From an optimization exercise on the open Yosys and OpenROAD flow, aimed at a short achievable clock period and few clock cycles per item; shortcuts taken in it are not production practice. RTL that was checked went through simulation tests only; none was proved equivalent to the original. The RTL of runs 2 and 3 was laid out without a check of its function. In run 3 the design's own scripts or RTL, not TritonCTS, make the clock network. The clock port is modelled as an ideal driver, which makes a skipped or thinned clock tree look cheaper than it is; a real chip needs a root buffer or a tree. Power is estimated from default activity; no workload was simulated.

==> design.v <==
package fbnn_pkg;
    localparam int unsigned FracBits = 16;
    localparam int unsigned DimW   = 10;
    localparam int unsigned IdxW   = 20;
    localparam int unsigned AccW   = 27;
    localparam int unsigned StepW  = 26;
    localparam int unsigned CountW = 30;
    localparam int unsigned FsizeW = 19;
    localparam int unsigned OffW   = 9;
    localparam int unsigned ModeW  = 3;
    localparam int unsigned PayW   = 1 + IdxW + IdxW + 1 + CountW + 1;
endpackage
import fbnn_pkg::*;
module fbnn_cfg #(
    parameter int unsigned MAX_CANVAS_DIM = 1024
) (
    input  logic                clk,
    input  logic                rst_n,
    input  logic                psel,
    input  logic                penable,
    input  logic                pwrite,
    input  logic [4:0]          paddr,
    input  logic [31:0]         pwdata,
    output logic [31:0]         prdata,
    output logic                cfg_ok,      
    output logic                close_evt,   
    output logic                clr_evt,     
    output logic                rej,
    output logic                fits,
    output logic [FsizeW-1:0]   fsize,
    output logic [DimW-1:0]     wlim1,
    output logic [DimW-1:0]     hlim1,
    output logic [DimW-1:0]     djump,
    output logic [IdxW-1:0]     drel0,
    output logic [IdxW-1:0]     srow0,
    output logic [AccW-1:0]     cstep_e,
    output logic [AccW-1:0]     cacc0,
    output logic [AccW-1:0]     rstep_e,
    output logic [AccW-1:0]     racc0,
    output logic [DimW-1:0]     wdim
);
    localparam int unsigned DimMax = MAX_CANVAS_DIM - 1;
    logic             enabled_reg;
    logic [ModeW-1:0] mode_reg;
    logic             pal_reg;
    logic [DimW-1:0]  width_reg;
    logic [DimW-1:0]  height_reg;
    logic [2:0]       idx;
    logic             wr;
    logic [DimW-1:0]  val;
    logic [ModeW-1:0] eff_old, eff_new, mode_nx;
    logic             pal_nx;
    logic             clr_now;
    assign idx = paddr[4:2];
    assign wr  = psel && penable && pwrite;
    assign val = pwdata[DimW-1:0];
    assign mode_nx = (wr && idx == 3'd1) ? val[ModeW-1:0] : mode_reg;
    assign pal_nx  = (wr && idx == 3'd2) ? val[0] : pal_reg;
    assign eff_old = (mode_reg != '0) ? mode_reg : (pal_reg ? 3'd2 : 3'd0);
    assign eff_new = (mode_nx != '0) ? mode_nx : (pal_nx ? 3'd2 : 3'd0);
    assign clr_now = (wr && idx == 3'd0 && val[0] && !enabled_reg) ||
                     (wr && (idx == 3'd1 || idx == 3'd2) && enabled_reg && eff_new != eff_old);
    always_ff @(posedge clk or negedge rst_n)
    begin
        if (!rst_n)
        begin
            enabled_reg <= 1'b0;
            mode_reg    <= '0;
            pal_reg     <= 1'b0;
            width_reg   <= 10'd320;
            height_reg  <= 10'd240;
            close_evt   <= 1'b1;
            clr_evt     <= 1'b0;
        end
        else
        begin
            if (wr && idx == 3'd0) enabled_reg <= val[0];
            if (wr && idx == 3'd1) mode_reg    <= val[ModeW-1:0];
            if (wr && idx == 3'd2) pal_reg     <= val[0];
            if (wr && idx == 3'd3) width_reg   <= val;
            if (wr && idx == 3'd4) height_reg  <= val;
            close_evt <= wr && (idx <= 3'd4);
            clr_evt   <= clr_now;
        end
    end
    logic [DimW-1:0] rd_reg;
    always_ff @(posedge clk)
    begin
        case (idx)
            3'd0:    rd_reg <= {9'b0, enabled_reg};
            3'd1:    rd_reg <= {7'b0, mode_reg};
            3'd2:    rd_reg <= {9'b0, pal_reg};
            3'd3:    rd_reg <= width_reg;
            3'd4:    rd_reg <= height_reg;
            default: rd_reg <= '0;
        endcase
    end
    assign prdata = {22'b0, rd_reg};
    logic [DimW-1:0]   w_sat, h_sat, rw_c, rl_c;
    logic [FsizeW-1:0] fsize_c;
    assign w_sat = (32'(width_reg) > DimMax) ? DimW'(DimMax) : width_reg;
    assign h_sat = (32'(height_reg) > DimMax) ? DimW'(DimMax) : height_reg;
    always_comb
    begin
        case (eff_old)
            3'd0:    begin rw_c = 10'd320; rl_c = 10'd240; fsize_c = 19'd76800;  end
            3'd1:    begin rw_c = 10'd640; rl_c = 10'd480; fsize_c = 19'd307200; end
            3'd2:    begin rw_c = 10'd352; rl_c = 10'd288; fsize_c = 19'd101376; end
            3'd3:    begin rw_c = 10'd720; rl_c = 10'd480; fsize_c = 19'd345600; end
            3'd4:    begin rw_c = 10'd720; rl_c = 10'd576; fsize_c = 19'd414720; end
            3'd5:    begin rw_c = 10'd720; rl_c = 10'd480; fsize_c = 19'd345600; end
            3'd6:    begin rw_c = 10'd720; rl_c = 10'd576; fsize_c = 19'd414720; end
            default: begin rw_c = 10'd640; rl_c = 10'd480; fsize_c = 19'd307200; end
        endcase
    end
    logic [DimW-1:0] s1_w, s1_h, s1_rw, s1_rl;
    logic [OffW-1:0] s1_xo, s1_yo;
    logic            s1_fits;
    logic [DimW-1:0] dxc, dyc;
    assign dxc = rw_c - w_sat;
    assign dyc = rl_c - h_sat;
    always_ff @(posedge clk)
    begin
        s1_w    <= w_sat;
        s1_h    <= h_sat;
        s1_rw   <= rw_c;
        s1_rl   <= rl_c;
        s1_xo   <= dxc[DimW-1:1];
        s1_yo   <= dyc[DimW-1:1];
        s1_fits <= (w_sat <= rw_c) && (h_sat <= rl_c);
        rej     <= !enabled_reg || (w_sat < 10'd2) || (h_sat < 10'd2);
        fsize   <= fsize_c;
    end
    logic [13:0] s2_plo;
    logic [14:0] s2_phi;
    logic [OffW-1:0] s2_xo;
    always_ff @(posedge clk)
    begin
        fits   <= s1_fits;
        wdim   <= s1_w;
        wlim1  <= (s1_fits ? s1_w : s1_rw) - 1'b1;
        hlim1  <= (s1_fits ? s1_h : s1_rl) - 1'b1;
        djump  <= s1_fits ? (s1_rw - s1_w + 1'b1) : 10'd1;
        s2_plo <= 14'(s1_yo[3:0] * s1_rw);
        s2_phi <= 15'(s1_yo[8:4] * s1_rw);
        s2_xo  <= s1_xo;
    end
    always_ff @(posedge clk)
    begin
        drel0 <= fits ? IdxW'({s2_phi, 4'b0} + {6'b0, s2_plo} + {11'b0, s2_xo}) : '0;
    end
    logic             div_go;
    logic [StepW-1:0] cq, rq;
    assign div_go = close_evt;
    fbnn_div u_div_c (
        .clk   (clk),
        .start (div_go),
        .num   (w_sat),
        .den   (rw_c),
        .quo   (cq)
    );
    fbnn_div u_div_r (
        .clk   (clk),
        .start (div_go),
        .num   (h_sat),
        .den   (rl_c),
        .quo   (rq)
    );
    always_ff @(posedge clk)
    begin
        cstep_e <= fits ? 27'h10000 : {1'b0, cq};
        cacc0   <= fits ? '0 : {2'b0, cq[StepW-1:1]};
        rstep_e <= {1'b0, rq};
        racc0   <= {2'b0, rq[StepW-1:1]};
        srow0   <= fits ? '0 : IdxW'(rq[StepW-1:17] * wdim);
    end
    localparam logic [2:0] CntFit = 3'd1;
    localparam logic [4:0] CntDiv = 5'd13;
    logic [2:0] fit_cnt;
    logic [4:0] div_cnt;
    always_ff @(posedge clk or negedge rst_n)
    begin
        if (!rst_n)
        begin
            fit_cnt <= CntFit;
            div_cnt <= CntDiv;
        end
        else if (close_evt)
        begin
            fit_cnt <= CntFit;
            div_cnt <= CntDiv;
        end
        else
        begin
            if (fit_cnt != '0) fit_cnt <= fit_cnt - 1'b1;
            if (div_cnt != '0) div_cnt <= div_cnt - 1'b1;
        end
    end
    assign cfg_ok = (fit_cnt == '0) && (fits || div_cnt == '0);
endmodule
import fbnn_pkg::*;
module fbnn_front #(
    parameter int unsigned Credits = 5
) (
    input  logic clk,
    input  logic rst_n,
    input  logic req_valid,
    output logic req_ready,
    input  logic buffer_select,
    input  logic block,       
    input  logic cfg_ok,      
    input  logic rsp_pop,     
    output logic a_valid,
    output logic a_bsel
);
    logic       ready_reg;
    logic [2:0] cnt_reg;
    logic       acc;
    assign req_ready = ready_reg;
    assign acc       = req_valid && ready_reg;
    always_ff @(posedge clk)
    begin
        a_bsel <= buffer_select;
    end
    always_ff @(posedge clk or negedge rst_n)
    begin
        if (!rst_n)
        begin
            ready_reg <= 1'b0;
            cnt_reg   <= '0;
            a_valid   <= 1'b0;
        end
        else
        begin
            a_valid <= acc;
            if (acc && !rsp_pop)
            begin
                cnt_reg <= cnt_reg + 1'b1;
            end
            else if (!acc && rsp_pop)
            begin
                cnt_reg <= cnt_reg - 1'b1;
            end
            ready_reg <= (cnt_reg <= 3'(Credits - 2)) && cfg_ok && !block;
        end
    end
endmodule
import fbnn_pkg::*;
module fbnn_div (
    input  logic              clk,
    input  logic              start,
    input  logic [DimW-1:0]   num,
    input  logic [DimW-1:0]   den,
    output logic [StepW-1:0]  quo
);
    logic [3:0]        cnt_reg;
    logic [DimW-1:0]   rem_reg;
    logic [StepW-1:0]  quo_reg;
    logic [DimW-1:0]   dvs_reg;
    logic [DimW:0]     sh1, sh2;
    logic [DimW+1:0]   d1, d2;
    logic              ge1, ge2;
    logic [DimW-1:0]   r1, r2;
    assign sh1 = {rem_reg, quo_reg[StepW-1]};
    assign d1  = {1'b0, sh1} - {2'b0, dvs_reg};
    assign ge1 = !d1[DimW+1];
    assign r1  = ge1 ? d1[DimW-1:0] : sh1[DimW-1:0];
    assign sh2 = {r1, quo_reg[StepW-2]};
    assign d2  = {1'b0, sh2} - {2'b0, dvs_reg};
    assign ge2 = !d2[DimW+1];
    assign r2  = ge2 ? d2[DimW-1:0] : sh2[DimW-1:0];
    always_ff @(posedge clk)
    begin
        if (start)
        begin
            cnt_reg <= 4'd13;
            rem_reg <= '0;
            quo_reg <= {num, 16'b0};
            dvs_reg <= den;
        end
        else if (cnt_reg != 4'd0)
        begin
            cnt_reg <= cnt_reg - 1'b1;
            rem_reg <= r2;
            quo_reg <= {quo_reg[StepW-3:0], ge1, ge2};
        end
    end
    assign quo = quo_reg;
endmodule
import fbnn_pkg::*;
module fbnn_back #(
    parameter int unsigned QDepth = 4
) (
    input  logic                clk,
    input  logic                rst_n,
    input  logic                a_valid,
    input  logic                a_bsel,
    input  logic                close_evt,
    input  logic                clr_evt,
    input  logic                rej,
    input  logic                fits,
    input  logic [FsizeW-1:0]   fsize,
    input  logic [DimW-1:0]     wlim1,
    input  logic [DimW-1:0]     hlim1,
    input  logic [DimW-1:0]     djump,
    input  logic [IdxW-1:0]     drel0,
    input  logic [IdxW-1:0]     srow0,
    input  logic [AccW-1:0]     cstep_e,
    input  logic [AccW-1:0]     cacc0,
    input  logic [AccW-1:0]     rstep_e,
    input  logic [AccW-1:0]     racc0,
    input  logic [DimW-1:0]     wdim,
    output logic                rsp_valid,
    input  logic                rsp_ready,
    output logic                rsp_pop,
    output logic                status,
    output logic [19:0]         source_index,
    output logic [19:0]         dest_index,
    output logic                frame_last,
    output logic [31:0]         control_word
);
    localparam int unsigned QAw = $clog2(QDepth);
    logic               inf_reg;
    logic               lat_reg;
    logic [DimW-1:0]    rem_reg;      
    logic               eol_reg;      
    logic [DimW-1:0]    rrem_reg;     
    logic               lrow_reg;     
    logic [AccW-1:0]    cacc_reg;
    logic [AccW-1:0]    racc_reg;
    logic [IdxW-1:0]    srow_reg;     
    logic [IdxW-1:0]    drel_reg;     
    logic [CountW-1:0]  fc_reg;
    logic [DimW:0]      nx_hi_reg;
    logic [DimW:0]      cur_hi_reg;
    logic [2:0]         dlt_reg;
    logic [IdxW-1:0]    sinc_reg;
    logic               pix, last, lat_eff, start, adv;
    logic [CountW-1:0]  fc_inc;
    logic [AccW-1:0]    racc_nx;
    assign pix     = a_valid && !rej;
    assign last    = eol_reg && lrow_reg;
    assign lat_eff = inf_reg ? lat_reg : a_bsel;
    assign start   = (a_valid && (rej || last)) || (!inf_reg && !a_valid) || close_evt;
    assign adv     = pix && !last;
    assign fc_inc  = fc_reg + 1'b1;
    assign racc_nx = racc_reg + rstep_e;
    always_ff @(posedge clk)
    begin
        nx_hi_reg  <= racc_nx[AccW-1:FracBits];
        cur_hi_reg <= racc_reg[AccW-1:FracBits];
        dlt_reg    <= 3'(nx_hi_reg - cur_hi_reg);
        sinc_reg   <= fits ? {10'b0, wdim} : IdxW'(dlt_reg * wdim);
    end
    always_ff @(posedge clk)
    begin
        if (start)
        begin
            rem_reg  <= wlim1;
            eol_reg  <= 1'b0;
            rrem_reg <= hlim1;
            lrow_reg <= 1'b0;
            cacc_reg <= cacc0;
            racc_reg <= racc0;
            srow_reg <= srow0;
            drel_reg <= drel0;
        end
        else if (adv)
        begin
            if (eol_reg)
            begin
                rem_reg  <= wlim1;
                eol_reg  <= 1'b0;
                rrem_reg <= rrem_reg - 1'b1;
                lrow_reg <= (rrem_reg == 10'd1);
                cacc_reg <= cacc0;
                racc_reg <= racc_nx;
                srow_reg <= srow_reg + sinc_reg;
                drel_reg <= drel_reg + {10'b0, djump};
            end
            else
            begin
                rem_reg  <= rem_reg - 1'b1;
                eol_reg  <= (rem_reg == 10'd1);
                cacc_reg <= cacc_reg + cstep_e;
                drel_reg <= drel_reg + 1'b1;
            end
        end
        if (pix)
        begin
            lat_reg <= lat_eff;
        end
    end
    always_ff @(posedge clk or negedge rst_n)
    begin
        if (!rst_n)
        begin
            inf_reg <= 1'b0;
            fc_reg  <= '0;
        end
        else
        begin
            if (close_evt || (a_valid && (rej || last)))
            begin
                inf_reg <= 1'b0;
            end
            else if (pix)
            begin
                inf_reg <= 1'b1;
            end
            if (clr_evt)
            begin
                fc_reg <= '0;
            end
            else if (pix && last)
            begin
                fc_reg <= fc_inc;
            end
        end
    end
    logic [PayW-1:0] res;
    logic [IdxW-1:0] src_c, dst_c;
    assign src_c = srow_reg + {9'b0, cacc_reg[AccW-1:FracBits]};
    assign dst_c = drel_reg + (lat_eff ? {1'b0, fsize} : 20'b0);
    always_comb
    begin
        if (rej)
        begin
            res = {1'b1, {(PayW-1){1'b0}}};
        end
        else
        begin
            res = {1'b0, src_c, dst_c, last,
                   last ? fc_inc : {CountW{1'b0}}, last && lat_eff};
        end
    end
    logic [PayW-1:0] q_mem [0:QDepth-1];
    logic [QAw-1:0]  wp_reg, rp_reg;
    logic [QAw:0]    qc_reg;
    logic            ov_reg;
    logic [PayW-1:0] o_reg;
    logic            load, q_ne, take;
    assign q_ne    = (qc_reg != '0);
    assign load    = !ov_reg || rsp_ready;
    assign take    = load && q_ne;
    assign rsp_pop = ov_reg && rsp_ready;
    always_ff @(posedge clk)
    begin
        if (a_valid)
        begin
            q_mem[wp_reg] <= res;
        end
        if (load)
        begin
            o_reg <= q_mem[rp_reg];
        end
    end
    always_ff @(posedge clk or negedge rst_n)
    begin
        if (!rst_n)
        begin
            wp_reg <= '0;
            rp_reg <= '0;
            qc_reg <= '0;
            ov_reg <= 1'b0;
        end
        else
        begin
            if (a_valid)
            begin
                wp_reg <= wp_reg + 1'b1;
            end
            if (take)
            begin
                rp_reg <= rp_reg + 1'b1;
            end
            if (a_valid && !take)
            begin
                qc_reg <= qc_reg + 1'b1;
            end
            else if (!a_valid && take)
            begin
                qc_reg <= qc_reg - 1'b1;
            end
            if (load)
            begin
                ov_reg <= q_ne;
            end
        end
    end
    assign rsp_valid    = ov_reg;
    assign status       = o_reg[PayW-1];
    assign source_index = o_reg[PayW-2 -: IdxW];
    assign dest_index   = o_reg[PayW-2-IdxW -: IdxW];
    assign frame_last   = o_reg[CountW+1];
    assign control_word = {o_reg[CountW:1], 1'b0, o_reg[0]};
endmodule
import fbnn_pkg::*;
module framebuffer_center_or_nn_scale_addr_top #(
    parameter int unsigned MAX_CANVAS_DIM = 1024
) (
    input  logic        clk,
    input  logic        rst_n,
    input  logic        psel,
    input  logic        penable,
    input  logic        pwrite,
    input  logic [4:0]  paddr,
    input  logic [31:0] pwdata,
    output logic [31:0] prdata,
    output logic        pready,
    input  logic        req_valid,
    output logic        req_ready,
    input  logic        buffer_select,
    output logic        rsp_valid,
    input  logic        rsp_ready,
    output logic        status,
    output logic [19:0] source_index,
    output logic [19:0] dest_index,
    output logic        frame_last,
    output logic [31:0] control_word
);
    logic               cfg_ok, close_evt, clr_evt, rej, fits;
    logic [FsizeW-1:0]  fsize;
    logic [DimW-1:0]    wlim1, hlim1, djump, wdim;
    logic [IdxW-1:0]    drel0, srow0;
    logic [AccW-1:0]    cstep_e, cacc0, rstep_e, racc0;
    logic               a_valid, a_bsel, rsp_pop;
    assign pready = 1'b1;
    fbnn_cfg #(
        .MAX_CANVAS_DIM(MAX_CANVAS_DIM)
    ) u_cfg (
        .clk       (clk),
        .rst_n     (rst_n),
        .psel      (psel),
        .penable   (penable),
        .pwrite    (pwrite),
        .paddr     (paddr),
        .pwdata    (pwdata),
        .prdata    (prdata),
        .cfg_ok    (cfg_ok),
        .close_evt (close_evt),
        .clr_evt   (clr_evt),
        .rej       (rej),
        .fits      (fits),
        .fsize     (fsize),
        .wlim1     (wlim1),
        .hlim1     (hlim1),
        .djump     (djump),
        .drel0     (drel0),
        .srow0     (srow0),
        .cstep_e   (cstep_e),
        .cacc0     (cacc0),
        .rstep_e   (rstep_e),
        .racc0     (racc0),
        .wdim      (wdim)
    );
    fbnn_front u_front (
        .clk           (clk),
        .rst_n         (rst_n),
        .req_valid     (req_valid),
        .req_ready     (req_ready),
        .buffer_select (buffer_select),
        .block         ((psel && pwrite) || close_evt),
        .cfg_ok        (cfg_ok),
        .rsp_pop       (rsp_pop),
        .a_valid       (a_valid),
        .a_bsel        (a_bsel)
    );
    fbnn_back u_back (
        .clk          (clk),
        .rst_n        (rst_n),
        .a_valid      (a_valid),
        .a_bsel       (a_bsel),
        .close_evt    (close_evt),
        .clr_evt      (clr_evt),
        .rej          (rej),
        .fits         (fits),
        .fsize        (fsize),
        .wlim1        (wlim1),
        .hlim1        (hlim1),
        .djump        (djump),
        .drel0        (drel0),
        .srow0        (srow0),
        .cstep_e      (cstep_e),
        .cacc0        (cacc0),
        .rstep_e      (rstep_e),
        .racc0        (racc0),
        .wdim         (wdim),
        .rsp_valid    (rsp_valid),
        .rsp_ready    (rsp_ready),
        .rsp_pop      (rsp_pop),
        .status       (status),
        .source_index (source_index),
        .dest_index   (dest_index),
        .frame_last   (frame_last),
        .control_word (control_word)
    );
endmodule
==> run.sh <==
#!/bin/bash
# synth_recipe.tcl (not shown) runs the flow's synth.tcl, then flattens the netlist and writes it again
# the make line also repeats each setting of config.mk as NAME=value (left out here)
make -C /OpenROAD-flow-scripts/flow DESIGN_CONFIG=/design/flow/config.mk WORK_HOME=/design/flow/orfs CLKGATE_MAP_FILE= SYNTH_SCRIPT=/design/flow/synth_recipe.tcl finish
==> config.mk <==
export PLATFORM = sky130hd
export DESIGN_NAME = framebuffer_center_or_nn_scale_addr_top
export DESIGN_NICKNAME = framebuffer_center_or_nn_scale_addr_top
export VERILOG_FILES = /design/flow/design.v
export SDC_FILE = /design/flow/constraint.sdc
export NUM_CORES = 4
export LEC_CHECK = 0
export CAP_MARGIN = 20
export CORE_MARGIN = 2
export CORE_UTILIZATION = 40
export SLEW_MARGIN = 20
==> constraint.sdc <==
create_clock -name core_clock -period 10.0 [get_ports {clk}]
set_input_delay 2.0000 -clock core_clock [delete_from_list [all_inputs] [get_ports {clk}]]
set_output_delay 2.0000 -clock core_clock [all_outputs]
set_load 0.01 [all_outputs]
==> results of run 1 <==
==> logic make-up after synthesis <==
group | count (synthesis)
flip-flops | 895
AO/OA/AOI/OAI | 631
AND/OR/NAND/NOR | 1179
buffers and inverters | 435
multiplexers | 130
XOR/XNOR | 243
adder cells (fa/ha/maj) | 356
other | 2
==> layout by cell type (no fill, tap or decap), types with 19 or more instances in the layout <==
cell / n
clkdlybuf4s50_1: 104
inv_1: 261
ha_1: 255
nand2_1: 446
dfxtp_1: 311
fa_1: 101
a21oi_1: 168
edfxtp_1: 503
o21ai_0: 214
nand4_1: 20
dfrtp_1: 66
nor3_1: 65
xor2_1: 99
nand2b_1: 29
nand3_1: 67
xnor2_1: 144
a21o_1: 50
or3_1: 31
nor2b_1: 84
nor2_1: 215
and2_1: 127
clkbuf_1: 19
mux2i_1: 23
clkbuf_16: 98
a211oi_1: 25
mux2_2: 33
mux4_2: 74
o21a_1: 33
conb_1: 24
buf_4: 29
and3_1: 23
==> worst register-to-register path: stages (launching register included) <==
cell and delay (ns):
dfxtp_1 0.66, nand2_1 0.17, fa_1 0.56, inv_1 0.06
fa_1 0.45, ha_1 0.31, fa_1 0.54, fa_1 0.47
a21o_1 0.19, a21o_1 0.22, a2111oi_2 0.48, nor3_1 0.17
or2_2 0.32, o41ai_1 0.36, mux2_2 0.38
==> where the power goes <==
part           internal, mW  total (mW)  switching [mW]  leakage [nW]
registers              5.12        5.94           0.818          8.63
logic                  3.93        8.61            4.68          10.1
clock network          2.11        3.60            1.49          1.60
total                  11.2        18.1            6.99          20.3
==> final cells by class <==
class,count,area (um2),share of cell area (%)
Timing Repair Buffer,133,1259,2.520
Sequential cell,895,23370,46.80
Tap cell,1476,1847,3.697
Multi-Input combinational cell,2563,19220,38.47
Clock buffer,132,2730,5.466
Inverter,261,979.7,1.961
Antenna cell,2,5.005,0.01002
Clock inverter,48,538.0,1.077
==> worst paths after layout <==
kind	start	to	slack (ns)	cells past startpoint
max	u_cfg.wdim[3]	u_cfg.srow0[16]	4.56	14
min	u_cfg.s1_xo[2]	u_cfg.s2_xo[2]	0.32	0
max reg2reg	u_cfg.wdim[3]	u_cfg.srow0[16]	4.56	14
min reg2reg	u_cfg.s1_xo[2]	u_cfg.s2_xo[2]	0.32	0
max in group asynchronous	rst_n	u_back.rp_reg[1]	7.54	2
min in group asynchronous	rst_n	u_cfg.clr_evt	1.30	1
==> stage by stage <==
step	cell area (um2)	total power, mW
2_1_floorplan	44270	12.51
3_3_place_gp	46680	14.51
3_5_place_dp	46680	14.65
4_1_cts	49950	18.35
5_1_grt	49950	19.88
6_report	49950	18.15
==> metal layers <==
layer	GRT usage, %	up-vias	part of all wire, %
met5	0	-	0
met4	4.990	0	2.7
met3	2.734	143	4.5
met2	26.49	499	45
met1	23.48	13440	48
li1	-	13670	-
==> run_results.csv, run 1 <==
group,metric,value,unit
outcome,status,"no timing/DRC/antenna violations",
global_routing,grt_remaining_overflow,0,
yosys,synthMuxAreaShare,5.134,%
clocking,cts_inserted_buffers,96,
setup_path,path_cells,"nand2_1 > fa_1 > inv_1 > fa_1 > ha_1 > fa_1 > fa_1 > a21o_1 > a21o_1 > a2111oi_2 > nor3_1 > or2_2 > o41ai_1 > mux2_2",
yosys,ys.flop_type,"edfxtp_1",
setup_path,crit_family,"adder cells",
timing,rsz0062_at_grt,"false",
yosys,synth_most_common_cell,"edfxtp_1",
timing,hold_viol_final,0,
final_layout,stdcell_count,5510,
detailed_routing,wl_per_cell,16.98,um
placed_design,gp_congestion,0.8470,
yosys,yosys-top-cells-count,"edfxtp_1 (503), nand2_1 (447), dfxtp_1 (313)",
yosys,syn_inst,3871,
timing,relSlewSlack,24.74,%
power_and_ir_drop,leakage,20.30,nW
timing,skew,0.03544,ns
timing,timing.final.ws_setup,4.561,ns
floorplan,row_count,121,
clocking,clockRootBuffer,"clkbuf_16",
yosys,async_flop_share,8.827,%
detailed_routing,routed-via-count,27750,
final_layout,largest_reg_flops,292,
yosys,yosys.area.top_type,"edfxtp_1",
timing,fin_crit,5.439,ns
clocking,clk_latency,0.69,ns
floorplan,die_h,336.4,um
clocking,cts_resized,0,
yosys,synth-adder-area-share,11.80,%
final_layout,post-route-util,45.76,%
timing,worst_pin_slew,1.114,ns
detailed_routing,drt_iter0_markers,1749,
timing,slew_violations,0,
setup_path,crit_top_cell,"fa_1",
clocking,clock_path_buffers,3,
final_layout,syn_to_final_growth,13.05,%
timing,max_freq,183.9,MHz
detailed_routing,routed_wl,93580,um
global_routing,grt_pass1_wl,150700,um
clocking,post_cts_buffers,0,
yosys,synth_top_area_share,34.18,%
detailed_routing,firstDrtPassIters,5,
timing,setup_viol,0,
yosys,synth-compound-area-share,8.758,%
yosys,ys_types,73,
yosys,ys_warn_count,4,
clocking,cts.sinks,895,
final_layout,n_fill_cell,10040,
yosys,syn-cell-area,44190,um2
setup_path,start_kind,"flop",
setup_path,crit_fanout,13,
hold_path,min_path_type,"reg -> reg",
yosys,yosysSeqAreaShare,52.87,%
timing,finalSetupTns,0,ns
yosys,synth_edf_count,503,
setup_path,end_kind,"flop",
yosys,ys_ff_latch,895,
job,maxCapViolations,0,
detailed_routing,viasPerCell,5.036,
setup_path,cpMaxStageDelayCell,"dfxtp_1",
placed_design,io_buffers,105,
global_routing,antenna_found_initial,2,
yosys,syn_avg_cell_area,11.41,um2
power_and_ir_drop,peakVddDrop,0.3303,mV
global_routing,grt_start_max_net_pins,84,
detailed_routing,drtAntennaViolNets,0,
setup_path,crit_arrival,6.00,ns
power_and_ir_drop,powerDensity,363.3,nW/um2
yosys,synthSimpleGateAreaFrac,12.71,%
clocking,path_clk_slew,0.06,ns
floorplan,core,109200,um2
yosys,synth_top_family_by_area,"simple AND/OR/NAND/NOR gates",
setup_path,worstSetupPathType,"reg -> reg",
final_layout,drive_above_1_share,8.408,%
detailed_routing,route.detailed.drc,0,
clocking,hold_buffers,0,
floorplan,initial_core_util,40.48,%
floorplan,dieWidth,336.4,um
setup_path,cp.required,10.56,ns
global_routing,grt_usage,16.70,%
clocking,cts_max_level,3,
setup_path,path_buf_inv,1,
floorplan,io_pins,154,
global_routing,grt_pass1_vias,27620,
yosys,synthTopCellsByArea,"edfxtp_1 (34%), dfxtp_1 (14%), ha_1 (7.2%), fa_1 (4.6%), dfrtp_1 (3.9%)",
timing,min_period_over_period,54.39,%
placed_design,pre_cts_ws,4.601,ns
setup_path,cp_slowest_stage_delay,0.66,ns
placed_design,dp.cells,5328,
final_layout,fin_nets,4351,
placed_design,dpl.hpwl,65850,um
clocking,cts_tree,"yes",
floorplan,dieArea,113100,um2
yosys,synthXorXnorAreaFrac,4.817,%
timing,timing.hold.ws,0.3249,ns
Testbench counts, summed over its fixed seeds: cycles 694,492, items 693,268.
==> inputs of run 2 (changes only) <==
--- a/design.v
+++ b/design.v
@@ -37,7 +37,9 @@
     output logic [AccW-1:0]     cacc0,
     output logic [AccW-1:0]     rstep_e,
     output logic [AccW-1:0]     racc0,
-    output logic [DimW-1:0]     wdim
+    output logic [DimW-1:0]     wdim,
+    output logic [DimW+1:0]     w3,
+    output logic [DimW+2:0]     w5
 );
     localparam int unsigned DimMax = MAX_CANVAS_DIM - 1;
     logic             enabled_reg;
@@ -131,23 +133,31 @@
         rej     <= !enabled_reg || (w_sat < 10'd2) || (h_sat < 10'd2);
         fsize   <= fsize_c;
     end
-    logic [13:0] s2_plo;
-    logic [14:0] s2_phi;
+    logic [18:0]     s2_pa;
+    logic [15:0]     s2_pb;
     logic [OffW-1:0] s2_xo;
     always_ff @(posedge clk)
     begin
         fits   <= s1_fits;
         wdim   <= s1_w;
+        w3     <= {2'b0, s1_w} + {1'b0, s1_w, 1'b0};
+        w5     <= {3'b0, s1_w} + {1'b0, s1_w, 2'b0};
         wlim1  <= (s1_fits ? s1_w : s1_rw) - 1'b1;
         hlim1  <= (s1_fits ? s1_h : s1_rl) - 1'b1;
         djump  <= s1_fits ? (s1_rw - s1_w + 1'b1) : 10'd1;
-        s2_plo <= 14'(s1_yo[3:0] * s1_rw);
-        s2_phi <= 15'(s1_yo[8:4] * s1_rw);
+        s2_pa  <= s1_rw[9] ? ({1'b0, s1_yo, 9'b0} + {3'b0, s1_yo, 7'b0})
+                           : ({2'b0, s1_yo, 8'b0} + {4'b0, s1_yo, 6'b0});
+        s2_pb  <= (s1_rw == 10'd720) ? ({1'b0, s1_yo, 6'b0} + {3'b0, s1_yo, 4'b0}) :
+                  (s1_rw == 10'd352) ? {2'b0, s1_yo, 5'b0} : 16'b0;
         s2_xo  <= s1_xo;
     end
+    logic [IdxW-1:0] s3_pab;
+    logic [OffW-1:0] s3_xo;
     always_ff @(posedge clk)
     begin
-        drel0 <= fits ? IdxW'({s2_phi, 4'b0} + {6'b0, s2_plo} + {11'b0, s2_xo}) : '0;
+        s3_pab <= IdxW'({1'b0, s2_pa} + {4'b0, s2_pb});
+        s3_xo  <= s2_xo;
+        drel0  <= fits ? (s3_pab + {11'b0, s3_xo}) : '0;
     end
     logic             div_go;
     logic [StepW-1:0] cq, rq;
@@ -172,10 +182,15 @@
         cacc0   <= fits ? '0 : {2'b0, cq[StepW-1:1]};
         rstep_e <= {1'b0, rq};
         racc0   <= {2'b0, rq[StepW-1:1]};
-        srow0   <= fits ? '0 : IdxW'(rq[StepW-1:17] * wdim);
+        case (rq[18:17])
+            2'd0:    srow0 <= '0;
+            2'd1:    srow0 <= fits ? '0 : {10'b0, wdim};
+            2'd2:    srow0 <= fits ? '0 : {9'b0, wdim, 1'b0};
+            default: srow0 <= fits ? '0 : {8'b0, w3};
+        endcase
     end
-    localparam logic [2:0] CntFit = 3'd1;
-    localparam logic [4:0] CntDiv = 5'd13;
+    localparam logic [2:0] CntFit = 3'd2;
+    localparam logic [4:0] CntDiv = 5'd10;
     logic [2:0] fit_cnt;
     logic [4:0] div_cnt;
     always_ff @(posedge clk or negedge rst_n)
@@ -218,6 +233,9 @@
     logic       acc;
     assign req_ready = ready_reg;
     assign acc       = req_valid && ready_reg;
+    logic [2:0] cnt_p1, cnt_m1;
+    assign cnt_p1 = cnt_reg + 1'b1;
+    assign cnt_m1 = cnt_reg - 1'b1;
     always_ff @(posedge clk)
     begin
         a_bsel <= buffer_select;
@@ -233,14 +251,7 @@
         else
         begin
             a_valid <= acc;
-            if (acc && !rsp_pop)
-            begin
-                cnt_reg <= cnt_reg + 1'b1;
-            end
-            else if (!acc && rsp_pop)
-            begin
-                cnt_reg <= cnt_reg - 1'b1;
-            end
+            cnt_reg <= rsp_pop ? (acc ? cnt_reg : cnt_m1) : (acc ? cnt_p1 : cnt_reg);
             ready_reg <= (cnt_reg <= 3'(Credits - 2)) && cfg_ok && !block;
         end
     end
@@ -255,37 +266,58 @@
 );
     logic [3:0]        cnt_reg;
     logic [DimW-1:0]   rem_reg;
-    logic [StepW-1:0]  quo_reg;
-    logic [DimW-1:0]   dvs_reg;
-    logic [DimW:0]     sh1, sh2;
-    logic [DimW+1:0]   d1, d2;
-    logic              ge1, ge2;
-    logic [DimW-1:0]   r1, r2;
-    assign sh1 = {rem_reg, quo_reg[StepW-1]};
-    assign d1  = {1'b0, sh1} - {2'b0, dvs_reg};
-    assign ge1 = !d1[DimW+1];
-    assign r1  = ge1 ? d1[DimW-1:0] : sh1[DimW-1:0];
-    assign sh2 = {r1, quo_reg[StepW-2]};
-    assign d2  = {1'b0, sh2} - {2'b0, dvs_reg};
-    assign ge2 = !d2[DimW+1];
-    assign r2  = ge2 ? d2[DimW-1:0] : sh2[DimW-1:0];
+    logic [19:0]       sh_reg;      
+    logic [DimW+1:0]   d1_reg, d2_reg, d3_reg;
+    logic [DimW+1:0]   t;
+    logic [DimW+2:0]   s1, s2, s3;
+    logic [1:0]        qd;
+    logic [DimW-1:0]   rn;
+    assign t  = {rem_reg, sh_reg[19:18]};
+    assign s1 = {1'b0, t} - {1'b0, d1_reg};
+    assign s2 = {1'b0, t} - {1'b0, d2_reg};
+    assign s3 = {1'b0, t} - {1'b0, d3_reg};
+    always_comb
+    begin
+        if (!s3[DimW+2])
+        begin
+            qd = 2'd3;
+            rn = s3[DimW-1:0];
+        end
+        else if (!s2[DimW+2])
+        begin
+            qd = 2'd2;
+            rn = s2[DimW-1:0];
+        end
+        else if (!s1[DimW+2])
+        begin
+            qd = 2'd1;
+            rn = s1[DimW-1:0];
+        end
+        else
+        begin
+            qd = 2'd0;
+            rn = t[DimW-1:0];
+        end
+    end
     always_ff @(posedge clk)
     begin
         if (start)
         begin
-            cnt_reg <= 4'd13;
-            rem_reg <= '0;
-            quo_reg <= {num, 16'b0};
-            dvs_reg <= den;
+            cnt_reg <= 4'd10;
+            rem_reg <= {4'b0, num[9:4]};
+            sh_reg  <= {num[3:0], 16'b0};
+            d1_reg  <= {2'b0, den};
+            d2_reg  <= {1'b0, den, 1'b0};
+            d3_reg  <= {2'b0, den} + {1'b0, den, 1'b0};
         end
         else if (cnt_reg != 4'd0)
         begin
             cnt_reg <= cnt_reg - 1'b1;
-            rem_reg <= r2;
-            quo_reg <= {quo_reg[StepW-3:0], ge1, ge2};
+            rem_reg <= rn;
+            sh_reg  <= {sh_reg[17:0], qd};
         end
     end
-    assign quo = quo_reg;
+    assign quo = {6'b0, sh_reg};
 endmodule
 import fbnn_pkg::*;
 module fbnn_back #(
@@ -310,6 +342,8 @@
     input  logic [AccW-1:0]     rstep_e,
     input  logic [AccW-1:0]     racc0,
     input  logic [DimW-1:0]     wdim,
+    input  logic [DimW+1:0]     w3,
+    input  logic [DimW+2:0]     w5,
     output logic                rsp_valid,
     input  logic                rsp_ready,
     output logic                rsp_pop,
@@ -331,26 +365,41 @@
     logic [IdxW-1:0]    srow_reg;     
     logic [IdxW-1:0]    drel_reg;     
     logic [CountW-1:0]  fc_reg;
-    logic [DimW:0]      nx_hi_reg;
-    logic [DimW:0]      cur_hi_reg;
-    logic [2:0]         dlt_reg;
-    logic [IdxW-1:0]    sinc_reg;
+    logic [FracBits:0]      p1_lo_reg;
+    logic [AccW-FracBits-1:0] p1_hia_reg, p1_hib_reg;
+    logic [AccW-1:0]        racc_nx_reg;
+    logic [2:0]             p2_cur_reg;
+    logic [2:0]             dlt_reg;
+    logic [IdxW-1:0]        sinc_reg;
     logic               pix, last, lat_eff, start, adv;
     logic [CountW-1:0]  fc_inc;
-    logic [AccW-1:0]    racc_nx;
     assign pix     = a_valid && !rej;
     assign last    = eol_reg && lrow_reg;
     assign lat_eff = inf_reg ? lat_reg : a_bsel;
     assign start   = (a_valid && (rej || last)) || (!inf_reg && !a_valid) || close_evt;
     assign adv     = pix && !last;
     assign fc_inc  = fc_reg + 1'b1;
-    assign racc_nx = racc_reg + rstep_e;
     always_ff @(posedge clk)
     begin
-        nx_hi_reg  <= racc_nx[AccW-1:FracBits];
-        cur_hi_reg <= racc_reg[AccW-1:FracBits];
-        dlt_reg    <= 3'(nx_hi_reg - cur_hi_reg);
-        sinc_reg   <= fits ? {10'b0, wdim} : IdxW'(dlt_reg * wdim);
+        p1_lo_reg   <= {1'b0, racc_reg[FracBits-1:0]} + {1'b0, rstep_e[FracBits-1:0]};
+        p1_hia_reg  <= racc_reg[AccW-1:FracBits];
+        p1_hib_reg  <= rstep_e[AccW-1:FracBits];
+        racc_nx_reg <= {p1_hia_reg + p1_hib_reg + {10'b0, p1_lo_reg[FracBits]},
+                        p1_lo_reg[FracBits-1:0]};
+        p2_cur_reg  <= p1_hia_reg[2:0];
+        dlt_reg     <= racc_nx_reg[FracBits+2:FracBits] - p2_cur_reg;
+        case (dlt_reg)
+            3'd0:    sinc_reg <= '0;
+            3'd1:    sinc_reg <= {10'b0, wdim};
+            3'd2:    sinc_reg <= {9'b0, wdim, 1'b0};
+            3'd3:    sinc_reg <= {8'b0, w3};
+            3'd4:    sinc_reg <= {8'b0, wdim, 2'b0};
+            default: sinc_reg <= {7'b0, w5};
+        endcase
+        if (fits)
+        begin
+            sinc_reg <= {10'b0, wdim};
+        end
     end
     always_ff @(posedge clk)
     begin
@@ -374,7 +423,7 @@
                 rrem_reg <= rrem_reg - 1'b1;
                 lrow_reg <= (rrem_reg == 10'd1);
                 cacc_reg <= cacc0;
-                racc_reg <= racc_nx;
+                racc_reg <= racc_nx_reg;
                 srow_reg <= srow_reg + sinc_reg;
                 drel_reg <= drel_reg + {10'b0, djump};
             end
@@ -440,6 +489,12 @@
     logic            ov_reg;
     logic [PayW-1:0] o_reg;
     logic            load, q_ne, take;
+    logic [QAw-1:0]  wp_p1, rp_p1;
+    logic [QAw:0]    qc_p1, qc_m1;
+    assign wp_p1   = wp_reg + 1'b1;
+    assign rp_p1   = rp_reg + 1'b1;
+    assign qc_p1   = qc_reg + 1'b1;
+    assign qc_m1   = qc_reg - 1'b1;
     assign q_ne    = (qc_reg != '0);
     assign load    = !ov_reg || rsp_ready;
     assign take    = load && q_ne;
@@ -468,20 +523,13 @@
         begin
             if (a_valid)
             begin
-                wp_reg <= wp_reg + 1'b1;
+                wp_reg <= wp_p1;
             end
             if (take)
             begin
-                rp_reg <= rp_reg + 1'b1;
-            end
-            if (a_valid && !take)
-            begin
-                qc_reg <= qc_reg + 1'b1;
-            end
-            else if (!a_valid && take)
-            begin
-                qc_reg <= qc_reg - 1'b1;
+                rp_reg <= rp_p1;
             end
+            qc_reg <= take ? (a_valid ? qc_reg : qc_m1) : (a_valid ? qc_p1 : qc_reg);
             if (load)
             begin
                 ov_reg <= q_ne;
@@ -522,6 +570,8 @@
     logic               cfg_ok, close_evt, clr_evt, rej, fits;
     logic [FsizeW-1:0]  fsize;
     logic [DimW-1:0]    wlim1, hlim1, djump, wdim;
+    logic [DimW+1:0]    w3;
+    logic [DimW+2:0]    w5;
     logic [IdxW-1:0]    drel0, srow0;
     logic [AccW-1:0]    cstep_e, cacc0, rstep_e, racc0;
     logic               a_valid, a_bsel, rsp_pop;
@@ -552,7 +602,9 @@
         .cacc0     (cacc0),
         .rstep_e   (rstep_e),
         .racc0     (racc0),
-        .wdim      (wdim)
+        .wdim      (wdim),
+        .w3        (w3),
+        .w5        (w5)
     );
     fbnn_front u_front (
         .clk           (clk),
@@ -586,6 +638,8 @@
         .rstep_e      (rstep_e),
         .racc0        (racc0),
         .wdim         (wdim),
+        .w3           (w3),
+        .w5           (w5),
         .rsp_valid    (rsp_valid),
         .rsp_ready    (rsp_ready),
         .rsp_pop      (rsp_pop),
==> flow/run.sh (new file) <==
#!/bin/bash
# Standard ORFS layout, with timing repair aimed at a shorter period than the
# clock's: repair_timing's setup margin makes it keep improving paths until
# their slack reaches the margin. Everything else is the standard flow.
set -euo pipefail
MARGIN=$(cat flow/margin.txt)
bash standard.sh SETUP_SLACK_MARGIN=$MARGIN finish > make.log 2>&1
==> flow/margin.txt (new file) <==
7.3
==> standard.sh (new file) <==
#!/bin/bash
# synth_recipe.tcl (not shown) runs the flow's synth.tcl, then flattens the netlist and writes it again
# the make line also repeats each setting of config.mk as NAME=value (left out here)
make -C /OpenROAD-flow-scripts/flow DESIGN_CONFIG=/design/flow/config.mk WORK_HOME=/design/flow/orfs CLKGATE_MAP_FILE= SYNTH_SCRIPT=/design/flow/synth_recipe.tcl "${@:-finish}"
--- a/config.mk
+++ b/config.mk
@@ -5,6 +5,7 @@
 export SDC_FILE = /design/flow/constraint.sdc
 export NUM_CORES = 4
 export LEC_CHECK = 0
+export ABC_CLOCK_PERIOD_IN_PS = 2700
 export CAP_MARGIN = 20
 export CORE_MARGIN = 2
 export CORE_UTILIZATION = 40
removed: run.sh
==> run 2 against run 1 <==
Flip-flop and latch count is 77 higher. Combinational power down 43%. Register-to-register slack improved by 2.4 ns. Critical path depth fell by 13. Cell area shrank 0.69%. Total power down 19%.
==> run_results.csv, run 2 <==
group,metric,value,unit
outcome,status,"no timing/DRC/antenna violations",
timing,setup_viol,0,
clocking,cts_max_level,3,
yosys,synth-adder-area-share,6.860,%
setup_path,cp.required,8.00,ns
detailed_routing,routed_wl,95160,um
detailed_routing,wl_per_cell,18.05,um
final_layout,seqCellArea,25080,um2
yosys,synth_top_family_by_area,"simple AND/OR/NAND/NOR gates",
setup_path,worstSetupPathType,"reg -> out",
floorplan,io_pins,154,
setup_path,cp-startpoint,"u_back.o_reg[35]",
setup_path,worstSetupEndpoint,"dest_index[3]",
final_layout,syn_to_final_growth,15.63,%
global_routing,grt_pass1_vias,26400,
clocking,clk_latency,0.66,ns
yosys,ys_ff_latch,972,
placed_design,placed_area,45400,um2
hold_path,min_path_type,"reg -> reg",
timing,fin_crit,3.290,ns
detailed_routing,drtAntennaViolNets,0,
clocking,clockRootBuffer,"clkbuf_16",
timing,skew,0.04599,ns
setup_path,reg2regPathDepth,12,
global_routing,grt_usage,17.02,%
timing,rsz0062_at_grt,"true",
yosys,syn-cell-area,42900,um2
setup_path,crit_fanout,1,
yosys,synthMuxAreaShare,5.288,%
yosys,ys.flop_type,"edfxtp_1",
floorplan,die_h,331.5,um
yosys,synthXorXnorAreaFrac,5.267,%
setup_path,cp.depth,1,
setup_path,cpMaxStageDelayCell,"edfxtp_1",
final_layout,stdcell_area,49610,um2
yosys,yosys.area.top_type,"edfxtp_1",
yosys,yosys-top-cells-count,"edfxtp_1 (516), nand2_1 (383), dfxtp_1 (377)",
placed_design,pre_cts_ws,5.571,ns
yosys,synth_edf_count,516,
final_layout,stdcell_count,5271,
floorplan,initial_core_util,40.19,%
placed_design,gp_congestion,0.8304,
global_routing,antenna_found_initial,4,
detailed_routing,firstDrtPassIters,5,
clocking,cts.sinks,972,
yosys,synthSimpleGateAreaFrac,11.36,%
timing,hold_viol_final,0,
placed_design,dpl.hpwl,63100,um
yosys,ys_warn_count,4,
power_and_ir_drop,leakage,19.21,nW
clocking,path_clk_slew,0.06,ns
clocking,cts_inserted_buffers,98,
yosys,yosysSeqAreaShare,58.35,%
setup_path,cp_slowest_stage_delay,0.45,ns
detailed_routing,route.detailed.drc,0,
setup_path,start_kind,"flop",
timing,min_period_over_period,32.90,%
final_layout,n_fill_cell,9445,
yosys,synth_most_common_cell,"edfxtp_1",
yosys,ys_types,94,
yosys,syn_avg_cell_area,11.85,um2
timing,relSlewSlack,38.37,%
timing,timing.hold.ws,0.3243,ns
final_layout,largest_reg_flops,292,
timing,timing.final.ws_setup,6.710,ns
setup_path,crit_arrival,1.29,ns
clocking,clock_path_buffers,3,
global_routing,grt_pass1_wl,148500,um
final_layout,layout.cells.most_common_list,"edfxtp_1 (516), nand2_1 (378), dfxtp_1 (363), nor2_1 (232), o21ai_0 (201)",
power_and_ir_drop,powerDensity,297.5,nW/um2
setup_path,path_buf_inv,1,
timing,slew_violations,0,
timing,max_freq,304.0,MHz
placed_design,dp.cells,5013,
floorplan,dieArea,109900,um2
floorplan,dieWidth,331.5,um
final_layout,fin_nets,4046,
yosys,synth-compound-area-share,9.581,%
clocking,cts_tree,"yes",
final_layout,final_common_cell,"edfxtp_1",
final_layout,drive_above_1_share,16.28,%
job,maxCapViolations,0,
detailed_routing,routed-via-count,26780,
timing,finalSetupTns,0,ns
yosys,synthTopCellsByArea,"edfxtp_1 (36%), dfxtp_1 (18%), ha_1 (5.8%), dfrtp_1 (4.0%), mux4_2 (3.8%)",
power_and_ir_drop,peakVddDrop,0.1342,mV
global_routing,grt_start_max_net_pins,75,
final_layout,multi_input_comb_area,17270,um2
yosys,async_flop_share,8.128,%
setup_path,crit_family,"flip-flops",
setup_path,end_kind,"output port",
setup_path,rrSetupSlack,7.01,ns
placed_design,io_buffers,105,
global_routing,grt_remaining_overflow,0,
setup_path,r2r-start,"u_back.inf_reg",
timing,worst_pin_slew,0.9232,ns
detailed_routing,viasPerCell,5.080,
setup_path,path_cells,"buf_2",
setup_path,r2r-end,"u_back.q_mem[0][51]",
floorplan,core,106800,um2
floorplan,row_count,120,
yosys,syn_inst,3620,
yosys,synth_top_area_share,36.12,%
detailed_routing,drt_iter0_markers,1939,
==> run 2: cell type report <==
type / instances / area share, %
flip-flops and latches: 972 / 50.55
multi-input cells: 2334 / 34.82
clock buffers: 140 / 5.718
well taps: 1403 / 3.539
repair buffers: 196 / 3.014
inverters: 177 / 1.375
clock inverters: 45 / 0.9584
diodes: 4 / 0.02018
==> run 2: where the power goes <==
part           internal [mW]  switching, mW
Combinational           2.27           2.63
Clock                   2.19           1.53
Sequential              5.39          0.749
==> run 2: kinds of logic (layout without fill, tap and decap cells) <==
family / after synthesis / after routing
AOI/OAI and AO/OA: 663 / 666
xor gates and xnor gates: 258 / 258
adders and majority gates: 222 / 222
buffers and inverters: 341 / 558
DFF: 972 / 972
muxes: 131 / 131
other: 2 / 29
and+or+nand+nor: 1031 / 1032
==> run 2: how the worst min path moves through the flow <==
stage                        start                     to  slack, ns  cells after the start
3_3_place_gp   u_back.p1_lo_reg[1]  u_back.racc_nx_reg[1]       0.31                      0
5_1_grt             u_cfg.s2_xo[8]         u_cfg.s3_xo[8]       0.33                      0
3_5_place_dp   u_back.p1_lo_reg[1]  u_back.racc_nx_reg[1]       0.31                      0
4_1_cts             u_cfg.s2_xo[7]         u_cfg.s3_xo[7]       0.32                      0
2_1_floorplan  u_back.p1_lo_reg[0]  u_back.racc_nx_reg[0]       0.31                      0
6_report            u_cfg.s2_xo[7]         u_cfg.s3_xo[7]       0.32                      0
==> run 2: metal layers <==
| layer | share of wire (%) | GRT usage, % | up-vias |
|---|---|---|---|
| li1 | - | - | 13190 |
| met1 | 47 | 23.28 | 13010 |
| met2 | 47 | 28.04 | 457 |
| met3 | 4.0 | 2.590 | 122 |
| met4 | 2.2 | 5.013 | 2 |
| met5 | 0.0084 | 0 | - |
==> run 2: repair_timing <==
action | 4_1_cts | 5_1_grt
pin swaps | 21 | 39
cloned | 4 | 1
resized for setup | 472 | 82
buffers inserted | 27 | 37
setup endpoints to repair | 450 | 249
hold buffers | 0 | 0
==> run 2: through the flow <==
step           total power [mW]  util [%]
2_1_floorplan             9.576         -
3_3_place_gp              10.91     42.53
3_5_place_dp              10.97     42.53
4_1_cts                   14.73     45.85
5_1_grt                   15.75     46.47
6_report                  14.76     46.47
==> inputs of run 3 (changes only) <==
--- a/design.v
+++ b/design.v
@@ -50,18 +50,17 @@
     logic [2:0]       idx;
     logic             wr;
     logic [DimW-1:0]  val;
-    logic [ModeW-1:0] eff_old, eff_new, mode_nx;
-    logic             pal_nx;
-    logic             clr_now;
+    logic [ModeW-1:0] eff_old, effo_reg;
+    logic             c1_reg, c2_reg;
     assign idx = paddr[4:2];
     assign wr  = psel && penable && pwrite;
     assign val = pwdata[DimW-1:0];
-    assign mode_nx = (wr && idx == 3'd1) ? val[ModeW-1:0] : mode_reg;
-    assign pal_nx  = (wr && idx == 3'd2) ? val[0] : pal_reg;
     assign eff_old = (mode_reg != '0) ? mode_reg : (pal_reg ? 3'd2 : 3'd0);
-    assign eff_new = (mode_nx != '0) ? mode_nx : (pal_nx ? 3'd2 : 3'd0);
-    assign clr_now = (wr && idx == 3'd0 && val[0] && !enabled_reg) ||
-                     (wr && (idx == 3'd1 || idx == 3'd2) && enabled_reg && eff_new != eff_old);
+    assign clr_evt = c1_reg || (c2_reg && eff_old != effo_reg);
+    always_ff @(posedge clk)
+    begin
+        effo_reg <= eff_old;
+    end
     always_ff @(posedge clk or negedge rst_n)
     begin
         if (!rst_n)
@@ -72,7 +71,8 @@
             width_reg   <= 10'd320;
             height_reg  <= 10'd240;
             close_evt   <= 1'b1;
-            clr_evt     <= 1'b0;
+            c1_reg      <= 1'b0;
+            c2_reg      <= 1'b0;
         end
         else
         begin
@@ -82,7 +82,8 @@
             if (wr && idx == 3'd3) width_reg   <= val;
             if (wr && idx == 3'd4) height_reg  <= val;
             close_evt <= wr && (idx <= 3'd4);
-            clr_evt   <= clr_now;
+            c1_reg    <= wr && idx == 3'd0 && val[0] && !enabled_reg;
+            c2_reg    <= wr && (idx == 3'd1 || idx == 3'd2) && enabled_reg;
         end
     end
     logic [DimW-1:0] rd_reg;
@@ -236,6 +237,9 @@
     logic [2:0] cnt_p1, cnt_m1;
     assign cnt_p1 = cnt_reg + 1'b1;
     assign cnt_m1 = cnt_reg - 1'b1;
+    logic cnt_le0, cnt_lem1;
+    assign cnt_le0  = (cnt_reg <= 3'(Credits - 1));
+    assign cnt_lem1 = (cnt_reg <= 3'(Credits - 2));
     always_ff @(posedge clk)
     begin
         a_bsel <= buffer_select;
@@ -252,7 +256,8 @@
         begin
             a_valid <= acc;
             cnt_reg <= rsp_pop ? (acc ? cnt_reg : cnt_m1) : (acc ? cnt_p1 : cnt_reg);
-            ready_reg <= (cnt_reg <= 3'(Credits - 2)) && cfg_ok && !block;
+            ready_reg <= (rsp_pop ? (!acc || cnt_le0) : (acc ? cnt_lem1 : cnt_le0))
+                         && cfg_ok && !block;
         end
     end
 endmodule
@@ -321,7 +326,7 @@
 endmodule
 import fbnn_pkg::*;
 module fbnn_back #(
-    parameter int unsigned QDepth = 4
+    parameter int unsigned QDepth = 5
 ) (
     input  logic                clk,
     input  logic                rst_n,
@@ -353,7 +358,6 @@
     output logic                frame_last,
     output logic [31:0]         control_word
 );
-    localparam int unsigned QAw = $clog2(QDepth);
     logic               inf_reg;
     logic               lat_reg;
     logic [DimW-1:0]    rem_reg;      
@@ -467,48 +471,75 @@
             end
         end
     end
+    logic               r_valid;
+    logic               r_rej;
+    logic [IdxW-1:0]    r_srow;
+    logic [DimW:0]      r_col;
+    logic [IdxW-1:0]    r_drel;
+    logic               r_hi;         
+    logic               r_last;
+    logic [CountW:0]    r_ctrl;       
+    always_ff @(posedge clk)
+    begin
+        r_rej  <= rej;
+        r_srow <= srow_reg;
+        r_col  <= cacc_reg[AccW-1:FracBits];
+        r_drel <= drel_reg;
+        r_hi   <= lat_eff;
+        r_last <= last;
+        r_ctrl <= last ? {fc_inc, lat_eff} : '0;
+    end
+    always_ff @(posedge clk or negedge rst_n)
+    begin
+        if (!rst_n)
+        begin
+            r_valid <= 1'b0;
+        end
+        else
+        begin
+            r_valid <= a_valid;
+        end
+    end
     logic [PayW-1:0] res;
     logic [IdxW-1:0] src_c, dst_c;
-    assign src_c = srow_reg + {9'b0, cacc_reg[AccW-1:FracBits]};
-    assign dst_c = drel_reg + (lat_eff ? {1'b0, fsize} : 20'b0);
+    assign src_c = r_srow + {9'b0, r_col};
+    assign dst_c = r_drel + (r_hi ? {1'b0, fsize} : 20'b0);
     always_comb
     begin
-        if (rej)
+        if (r_rej)
         begin
             res = {1'b1, {(PayW-1){1'b0}}};
         end
         else
         begin
-            res = {1'b0, src_c, dst_c, last,
-                   last ? fc_inc : {CountW{1'b0}}, last && lat_eff};
+            res = {1'b0, src_c, dst_c, r_last, r_ctrl};
         end
     end
     logic [PayW-1:0] q_mem [0:QDepth-1];
-    logic [QAw-1:0]  wp_reg, rp_reg;
-    logic [QAw:0]    qc_reg;
+    logic [2:0]      wp_reg, rp_reg;
+    logic [2:0]      qc_reg;
     logic            ov_reg;
     logic [PayW-1:0] o_reg;
-    logic            load, q_ne, take;
-    logic [QAw-1:0]  wp_p1, rp_p1;
-    logic [QAw:0]    qc_p1, qc_m1;
-    assign wp_p1   = wp_reg + 1'b1;
-    assign rp_p1   = rp_reg + 1'b1;
+    logic            pop;
+    logic [2:0]      wp_p1, rp_p1, rp_nx;
+    logic [2:0]      qc_p1, qc_m1;
+    logic            qc_ge1, qc_ge2;
+    assign wp_p1   = (wp_reg == 3'(QDepth - 1)) ? 3'd0 : wp_reg + 1'b1;
+    assign rp_p1   = (rp_reg == 3'(QDepth - 1)) ? 3'd0 : rp_reg + 1'b1;
     assign qc_p1   = qc_reg + 1'b1;
     assign qc_m1   = qc_reg - 1'b1;
-    assign q_ne    = (qc_reg != '0);
-    assign load    = !ov_reg || rsp_ready;
-    assign take    = load && q_ne;
-    assign rsp_pop = ov_reg && rsp_ready;
+    assign qc_ge1  = (qc_reg != 3'd0);
+    assign qc_ge2  = (qc_reg >= 3'd2);
+    assign pop     = ov_reg && rsp_ready;
+    assign rsp_pop = pop;
+    assign rp_nx   = pop ? rp_p1 : rp_reg;
     always_ff @(posedge clk)
     begin
-        if (a_valid)
+        if (r_valid)
         begin
             q_mem[wp_reg] <= res;
         end
-        if (load)
-        begin
-            o_reg <= q_mem[rp_reg];
-        end
+        o_reg <= q_mem[rp_nx];
     end
     always_ff @(posedge clk or negedge rst_n)
     begin
@@ -521,19 +552,13 @@
         end
         else
         begin
-            if (a_valid)
+            if (r_valid)
             begin
                 wp_reg <= wp_p1;
             end
-            if (take)
-            begin
-                rp_reg <= rp_p1;
-            end
-            qc_reg <= take ? (a_valid ? qc_reg : qc_m1) : (a_valid ? qc_p1 : qc_reg);
-            if (load)
-            begin
-                ov_reg <= q_ne;
-            end
+            rp_reg <= rp_nx;
+            qc_reg <= pop ? (r_valid ? qc_reg : qc_m1) : (r_valid ? qc_p1 : qc_reg);
+            ov_reg <= pop ? qc_ge2 : qc_ge1;
         end
     end
     assign rsp_valid    = ov_reg;
==> flow/run.sh (replaced) <==
#!/bin/bash
# Standard ORFS layout with two changes:
#  - timing repair aims at a shorter period than the clock's (repair_timing's
#    setup margin, from flow/margin.txt);
#  - the clock tree is a balanced two-level buffer tree built by
#    flow/clock_tree.tcl in place of TritonCTS (hooked in as PRE_CTS_TCL).
# All make/OpenROAD output goes to make.log; ORFS keeps per-step logs under orfs/logs.
set -euo pipefail
HERE=$(pwd)
MARGIN=$(cat flow/margin.txt)
bash standard.sh SETUP_SLACK_MARGIN=$MARGIN PRE_CTS_TCL=$HERE/flow/clock_tree.tcl finish > make.log 2>&1
==> flow/clock_tree.tcl (new file) <==
set ct_leaf_size [expr {[info exists ::env(CT_LEAF_SIZE)] ? $::env(CT_LEAF_SIZE) : 24}]
set ct_roots     [expr {[info exists ::env(CT_ROOTS)] ? $::env(CT_ROOTS) : 4}]
set ct_leaf_cell [expr {[info exists ::env(CT_LEAF_CELL)] ? $::env(CT_LEAF_CELL) : "sky130_fd_sc_hd__clkbuf_16"}]
set ct_root_cell [expr {[info exists ::env(CT_ROOT_CELL)] ? $::env(CT_ROOT_CELL) : "sky130_fd_sc_hd__clkbuf_16"}]

proc ct_split {pts k} {
  # pts: list of {item x y}; returns k groups of nearly equal size.
  if {$k <= 1 || [llength $pts] <= 1} { return [list $pts] }
  set xs [lmap p $pts {lindex $p 1}]
  set ys [lmap p $pts {lindex $p 2}]
  set dx [expr {[tcl::mathfunc::max {*}$xs] - [tcl::mathfunc::min {*}$xs]}]
  set dy [expr {[tcl::mathfunc::max {*}$ys] - [tcl::mathfunc::min {*}$ys]}]
  set idx [expr {$dx >= $dy ? 1 : 2}]
  set sorted [lsort -real -index $idx $pts]
  set k1 [expr {$k / 2}]
  set k2 [expr {$k - $k1}]
  set n [llength $sorted]
  set n1 [expr {int(round(double($n) * $k1 / $k))}]
  set a [lrange $sorted 0 [expr {$n1 - 1}]]
  set b [lrange $sorted $n1 end]
  return [concat [ct_split $a $k1] [ct_split $b $k2]]
}

proc ct_centroid {grp} {
  set sx 0.0; set sy 0.0
  foreach p $grp { set sx [expr {$sx + [lindex $p 1]}]; set sy [expr {$sy + [lindex $p 2]}] }
  set n [llength $grp]
  return [list [expr {int($sx / $n)}] [expr {int($sy / $n)}]]
}

proc ct_place {inst xy} {
  set m [$inst getMaster]
  set x [expr {[lindex $xy 0] - [$m getWidth] / 2}]
  set y [expr {[lindex $xy 1] - [$m getHeight] / 2}]
  $inst setLocation $x $y
  $inst setPlacementStatus PLACED
}

set ct_block [ord::get_db_block]
set ct_db [ord::get_db]
set ct_port [$ct_block findBTerm clk]
set ct_net [$ct_port getNet]
set ct_leafm [$ct_db findMaster $ct_leaf_cell]
set ct_rootm [$ct_db findMaster $ct_root_cell]

set ct_sinks {}
foreach it [$ct_net getITerms] {
  set inst [$it getInst]
  lassign [$inst getLocation] x y
  set m [$inst getMaster]
  lappend ct_sinks [list $it [expr {$x + [$m getWidth] / 2}] [expr {$y + [$m getHeight] / 2}]]
}
set ct_n [llength $ct_sinks]
set ct_nleaf [expr {int(ceil(double($ct_n) / $ct_leaf_size))}]
if {$ct_nleaf < $ct_roots} { set ct_nleaf $ct_roots }
puts "clock_tree: $ct_n sinks, $ct_nleaf leaf buffers, $ct_roots root buffers"

# Leaf level.
set ct_leaves {}
set i 0
foreach grp [ct_split $ct_sinks $ct_nleaf] {
  set inst [odb::dbInst_create $ct_block $ct_leafm "clkleaf_$i"]
  set net [odb::dbNet_create $ct_block "clk_leaf_$i"]
  $net setSigType CLOCK
  [$inst findITerm X] connect $net
  foreach p $grp {
    set it [lindex $p 0]
    $it disconnect
    $it connect $net
  }
  set xy [ct_centroid $grp]
  ct_place $inst $xy
  lappend ct_leaves [list $inst {*}$xy]
  incr i
}

# Root level: the clock port drives the root buffers directly.
set i 0
foreach grp [ct_split $ct_leaves $ct_roots] {
  set inst [odb::dbInst_create $ct_block $ct_rootm "clkroot_$i"]
  set net [odb::dbNet_create $ct_block "clk_root_$i"]
  $net setSigType CLOCK
  [$inst findITerm A] connect $ct_net
  [$inst findITerm X] connect $net
  foreach p $grp {
    [[lindex $p 0] findITerm A] connect $net
  }
  ct_place $inst [ct_centroid $grp]
  incr i
}
$ct_net setSigType CLOCK

# Skip TritonCTS: the tree is built.
proc clock_tree_synthesis {args} { puts "clock_tree: TritonCTS skipped, tree built by clock_tree.tcl" }
set_propagated_clock [all_clocks]
==> run 3 against run 2 <==
Still clean on timing, DRC and antenna. Sequential share of layout area up 3.0 points. Worst setup slack worse by 0.080 ns. Sequential power up 13%. Wire length up 6.3%. Largest cell class unchanged.
==> run_results.csv, run 3 <==
group,metric,value,unit
outcome,status,"no timing/DRC/antenna violations",
floorplan,row_count,126,
placed_design,io_buffers,105,
detailed_routing,firstDrtPassIters,5,
yosys,synth_top_area_share,32.64,%
timing,timing.final.ws_setup,6.631,ns
final_layout,final_common_cell,"edfxtp_1",
floorplan,io_pins,154,
yosys,yosys.area.top_type,"edfxtp_1",
hold_path,min_path_type,"reg -> reg",
power_and_ir_drop,peakVddDrop,0.1253,mV
floorplan,die_h,348.5,um
timing,finalSetupTns,0,ns
global_routing,grt_usage,16.11,%
final_layout,stdcell_area,53110,um2
setup_path,cp.required,10.33,ns
detailed_routing,drtAntennaViolNets,0,
global_routing,grt_start_max_net_pins,70,
placed_design,pre_cts_ws,4.892,ns
global_routing,antenna_found_initial,2,
job,maxCapViolations,0,
power_and_ir_drop,leakage,20.64,nW
final_layout,drive_above_1_share,16.30,%
yosys,ys_types,95,
clocking,clk_latency,0.45,ns
yosys,syn-cell-area,47480,um2
timing,rsz0062_at_grt,"true",
placed_design,placed_area,50180,um2
detailed_routing,drt_iter0_markers,1812,
setup_path,path_cells,"buf_12 > nand2_8 > a21oi_4 > a22oi_2 > buf_6 > buf_12 > buf_12 > buf_16 > mux4_2 > mux2_4",
yosys,synth_most_common_cell,"dfxtp_1",
timing,relSlewSlack,34.70,%
setup_path,cp_slowest_stage_delay,0.49,ns
timing,worst_pin_slew,0.9782,ns
yosys,ys_ff_latch,1137,
final_layout,fin_nets,4289,
detailed_routing,routed-via-count,28400,
setup_path,cpMaxStageDelayCell,"mux4_2",
timing,max_freq,296.8,MHz
setup_path,rrSetupSlack,7.31,ns
clocking,path_clk_slew,0.09,ns
floorplan,initial_core_util,40.26,%
yosys,syn_inst,3907,
timing,hold_viol_final,0,
yosys,synth_edf_count,516,
final_layout,syn_to_final_growth,11.88,%
yosys,ys_warn_count,4,
yosys,yosysSeqAreaShare,59.72,%
yosys,ys.flop_type,"dfxtp_1",
setup_path,crit_fanout,5,
power_and_ir_drop,powerDensity,289.1,nW/um2
detailed_routing,wl_per_cell,18.21,um
setup_path,worstSetupPathType,"in -> reg",
setup_path,start_kind,"input pin",
yosys,async_flop_share,7.300,%
timing,fin_crit,3.370,ns
detailed_routing,viasPerCell,5.114,
yosys,yosys-top-cells-count,"dfxtp_1 (538), edfxtp_1 (516), nand2_1 (379)",
timing,setup_viol,0,
final_layout,diodes,0,
floorplan,core,117900,um2
global_routing,grt_pass1_wl,157500,um
placed_design,dpl.hpwl,64440,um
yosys,syn_avg_cell_area,12.15,um2
clocking,hold_buffers,0,
timing,skew,0.01873,ns
final_layout,post-route-util,45.04,%
floorplan,dieArea,121500,um2
global_routing,grt_pass1_vias,28140,
setup_path,end_kind,"flop",
detailed_routing,route.detailed.drc,0,
final_layout,largest_reg_flops,365,
timing,slew_violations,0,
detailed_routing,routed_wl,101200,um
setup_path,crit_arrival,3.70,ns
setup_path,crit_top_cell,"buf_12",
timing,min_period_over_period,33.70,%
final_layout,layout.cells.most_common_list,"edfxtp_1 (516), dfxtp_1 (468), nand2_1 (371), nor2_1 (219), o21ai_0 (196)",
global_routing,grt_remaining_overflow,0,
floorplan,dieWidth,348.5,um
final_layout,n_fill_cell,10640,
yosys,synthTopCellsByArea,"edfxtp_1 (33%), dfxtp_1 (23%), ha_1 (5.3%), dfrtp_1 (3.8%), mux4_2 (3.5%)",
placed_design,gp_congestion,0.8199,
[run 3: layout make-up]
type / instances / area [um2] / area share, %
sequential: 1137 / 28460 / 53.59
buffer: 52 / 1301 / 2.450
tap: 1536 / 1922 / 3.618
multi-input combinational: 2455 / 18450 / 34.74
inverter: 166 / 626.9 / 1.180
timing repair buffer: 208 / 2350 / 4.424
[run 3: critical path, delay by kind of cell]
kind                   cells  cell delay (ns)
buffers and inverters      5             0.66
muxes                      2             0.77
and+or+nand+nor            1             0.06
AOI/OAI and AO/OA          2             0.18
[run 3: cells by family after synthesis]
kind of cell / Yosys count / share of synthesized area [%]
DFF: 1137 / 59.72
and+or+nand+nor: 1063 / 10.77
AOI/OAI and AO/OA: 688 / 9.124
buffers and inverters: 341 / 3.002
xor gates and xnor gates: 241 / 4.446
adders and majority gates: 224 / 6.251
muxes: 211 / 6.670
other: 2 / 0.01582
[run 3: power by group]
group / total [mW] / leakage (nW) / internal (mW) / switching, mW
Sequential: 6.96 / 10.5 / 6.18 / 0.782
Combinational: 6.13 / 9.45 / 3.04 / 3.09
Clock: 2.26 / 0.641 / 0.929 / 1.33
Total: 15.4 / 20.6 / 10.2 / 5.20
[run 3: path summary, 6_finish.rpt]
kind	cells after the start	endpoint	start
max reg2reg	10	u_back.cacc_reg[22]	u_back.cacc_reg[0]
max in group asynchronous	2	u_back.ov_reg	rst_n
max	10	u_back.o_reg[47]	rsp_ready
min	0	u_cfg.s3_xo[2]	u_cfg.s2_xo[2]
min in group asynchronous	1	u_cfg.width_reg[3]	rst_n
min reg2reg	0	u_cfg.s3_xo[2]	u_cfg.s2_xo[2]
[run 3: through the flow]
step                      total power, mW  std cells  hold WS, ns
after floorplan                     11.03       3929       0.3096
after global placement              12.47       5431       0.3102
after detailed placement            12.56       5431       0.3121
after CTS                           15.27       5528       0.3280
after global routing                16.43       5554       0.3354
final                               15.35       5554       0.3255
[run 3: metal layers]
layer / global-route usage, % / vias to the layer above / share of wire [%]
met5: 0 / - / 0
met4: 3.316 / 0 / 2.3
met3: 1.412 / 111 / 4.2
met2: 27.71 / 484 / 47
met1: 22.23 / 13790 / 46
li1: - / 14020 / -
[run 3: timing repair]
action                                 CTS  global route
endpoints found under the hold margin    0             0
setup endpoints to repair              389           426
setup buffers                           31            21
cloned                                  14             5
resized for setup                      595           105
pin swaps                               22            44

port drivers added, routing unchanged:
How much do the figures lean on ideal ports? The routed layouts below were timed once more, with nothing changed but the port constraints.
Step 1 sets driving cells, clkbuf_16 on the clock port and buf_2 on the other inputs (assumed; they add their load-dependent delay and slew).
Step 2 times the ports against the registers' clock, not the clock port: input delays grow and output delays shrink by t, the midpoint of the rising clock arrivals with the driver on.
Three values: ideal ports, drivers, drivers and shift; two values: the first two.
run	shift t [ns]	slack for setup (ns)
run 1	0.736	4.561 / 4.561 / 4.561
run 2	0.711	6.710 / 6.640 / 6.285
run 3	0.590	6.631 / 6.730 / 6.140
After both steps every run listed still meets setup and hold.
